Source: an optimization exercise on an open RTL-to-GDS flow (aim: small area). Production flows keep margins and buffers that such runs may drop.
In this exercise RTL edits were held to simulation tests only and were not proved equivalent to the original.
Power is estimated from default activity; no workload was simulated.

Setup of run A:
## laser_top
module laser_top
(
    input  logic    CLK,
    input  logic    RST,
    input  laser_pkg::coord_t  x,
    input  laser_pkg::coord_t  y,
    output laser_pkg::coord_t  c1x,
    output laser_pkg::coord_t  c1y,
    output laser_pkg::coord_t  c2x,
    output laser_pkg::coord_t  c2y,
    output logic    done
);
    logic        load;
    laser_pkg::coord_t row;
    logic [LANES-1:0] lane_on;
    logic        clear;
    logic        rank;
    logic        keep_c1;
    logic        second_pass;
    logic [LANES-1:0][COORD_W-1:0] tap_x;
    logic [LANES-1:0][COORD_W-1:0] tap_y;
    logic [GRID_SIZE-1:0][CNT_W-1:0] cnt;
    logic [CAND_W-1:0] best_idx;
    logic [CAND_W-1:0] c1_idx;
    laser_ctrl u_ctrl (
        .CLK, .RST, .load, .row, .lane_on, .clear, .rank, .keep_c1, .second_pass, .done
    );
    point_store u_store (
        .CLK, .load,
        .wr_x (x),
        .wr_y (y),
        .tap_x, .tap_y
    );
    coverage_counter u_counter (
        .CLK, .tap_x, .tap_y, .lane_on, .row, .clear, .second_pass,
        .c1_x (c1_idx[3:0]),
  ...
clock: 12.0 ns
lec_check: 0
cap_margin: 20
core_margin: 2
core_utilization: 40
cts_buf_list: sky130_fd_sc_hd__clkbuf_4 sky130_fd_sc_hd__clkbuf_8
cts_cluster_diameter: 40
cts_cluster_size: 10
slew_margin: 20
run.sh (not shown) runs the stock make flow with config.mk's settings and CLKGATE_MAP_FILE= SYNTH_SCRIPT=/design/flow/synth_recipe.tcl, a recipe that flattens the netlist after the stock synthesis.
No stage failed in run A, and the final checks on the layout all came back clean.
> inputs changed (run A -> run B)
# run A
export LEC_CHECK = 0
export CAP_MARGIN = 20
export CORE_MARGIN = 2
export CORE_UTILIZATION = 40
export CTS_BUF_LIST = sky130_fd_sc_hd__clkbuf_4 sky130_fd_sc_hd__clkbuf_8
export CTS_CLUSTER_DIAMETER = 40
export CTS_CLUSTER_SIZE = 10
export SLEW_MARGIN = 20
create_clock -name core_clock -period 12.0 [get_ports {CLK}]
# run B
export LEC_CHECK = 0
export CAP_MARGIN = 20
export CORE_MARGIN = 2
export CORE_UTILIZATION = 40
export CTS_BUF_LIST = sky130_fd_sc_hd__clkbuf_8
export CTS_CLUSTER_DIAMETER = 50
export CTS_CLUSTER_SIZE = 16
export SLEW_MARGIN = 20
create_clock -name core_clock -period 12.0 [get_ports {CLK}]
Findings:
Run B reports a lower post-layout instance area than run A does. The critical path required time reported for run B is smaller than that of run A by 0.02 ns. Run B: PASS, flow complete, no timing, DRC or antenna violations. Run A finished every stage and its layout cleared the timing, design-rule and antenna checks. | count of buffers not belonging to the clock network in the layout | run A vs run B | ≈ equal |. Proportion of power drawn by the clock network (lower): run B.
For run C, these inputs were changed with respect to run B:
# run B
export LEC_CHECK = 0
export CAP_MARGIN = 20
export CORE_MARGIN = 2
export CORE_UTILIZATION = 40
export CTS_BUF_LIST = sky130_fd_sc_hd__clkbuf_8
export CTS_CLUSTER_DIAMETER = 50
export CTS_CLUSTER_SIZE = 16
export SLEW_MARGIN = 20
create_clock -name core_clock -period 12.0 [get_ports {CLK}]
# run C
export LEC_CHECK = 0
export CAP_MARGIN = 20
export CORE_MARGIN = 2
export CORE_UTILIZATION = 40
export SLEW_MARGIN = 20
create_clock -name core_clock -period 12.0 [get_ports {CLK}]
==> flow/flow/run.sh (new file) <==
#!/bin/bash
# Standard layout, logged to a file of its own.
bash standard.sh > standard.log 2>&1
==> flow/standard.sh (new file) <==
#!/bin/bash
# synth_recipe.tcl (not shown) runs the flow's synth.tcl, then flattens the netlist and writes it again
# the make line also repeats each setting of config.mk as NAME=value (left out here)
make -C /OpenROAD-flow-scripts/flow DESIGN_CONFIG=/design/flow/config.mk WORK_HOME=/design/flow/orfs CLKGATE_MAP_FILE= SYNTH_SCRIPT=/design/flow/synth_recipe.tcl "${@:-finish}"
removed: flow/run.sh
Findings:
Run C: done, clean on timing, DRC and antenna. Comparing run C and run B, power consumed by the clock network is higher on run C. Per the comparison of run C with run B, post-cts resize count shows no meaningful change, routed wire length shows an increase of 1.3%, total power draw shows an increase of 17%. Sort run C and run B by total CTS buffers, descending, and run C comes first.
Setup changes, run C to run D
==> flow/run.sh (new file) <==
#!/bin/bash
# synth_recipe.tcl (not shown) runs the flow's synth.tcl, then flattens the netlist and writes it again
# the make line also repeats each setting of config.mk as NAME=value (left out here)
make -C /OpenROAD-flow-scripts/flow DESIGN_CONFIG=/design/flow/config.mk WORK_HOME=/design/flow/orfs CLKGATE_MAP_FILE= SYNTH_SCRIPT=/design/flow/synth_recipe.tcl finish
removed: flow/flow/run.sh
removed: flow/standard.sh
[summary]
- From run C to run D, clock sink total did not move at all.
- Run D and run C ended up with roughly the same power share of the sequential group.
- As far as switching power share of the total goes, run C and run D are indistinguishable; the numbers are identical.
- Number of enable-type register cells in the synthesized netlist came out exactly the same in run C and run D.
- On H-tree depth reported by CTS, run C and run D are basically level.
- Run D vs. run C: worst hold margin held steady; data arrival time of the worst path about even; data required time of the critical path did not really move; non-clock buffer count shows no meaningful change; first-pass GRT wire length essentially unchanged.

re-timing with driven ports:
The flow's constraints put no driver on any port. The routed layouts listed below were extracted and timed again, unchanged, in two steps. Step 1, drivers: a clkbuf_16 drives CLK and a buf_2 each remaining input, both assumed. Step 2 adds t to the input delays and takes it off the output delays; t is the mean of the earliest and latest rising clock arrival at the registers after step 1. Input paths then give back, and output paths get back, about the clock's delay inside the block. a / b / c = ideal / step 1 / step 2; a / b = the first two.
run	shift t [ns]	setup WS [ns]	latest minus earliest clock arrival (ns)	worst slew at a driven data input, ns	cell pins on the clock port's net
run A	0.699	3.300 / 3.300 / 3.300	0.043 / 0.043	0.04	1
run B	0.678	3.279 / 3.279 / 3.279	0.034 / 0.034	0.04	1
run C	0.646	3.295 / 3.295 / 3.295	0.038 / 0.038	0.04	1
run D	0.646	3.295 / 3.295 / 3.295	0.038 / 0.038	0.04	1
After both steps every run listed still meets setup and hold.
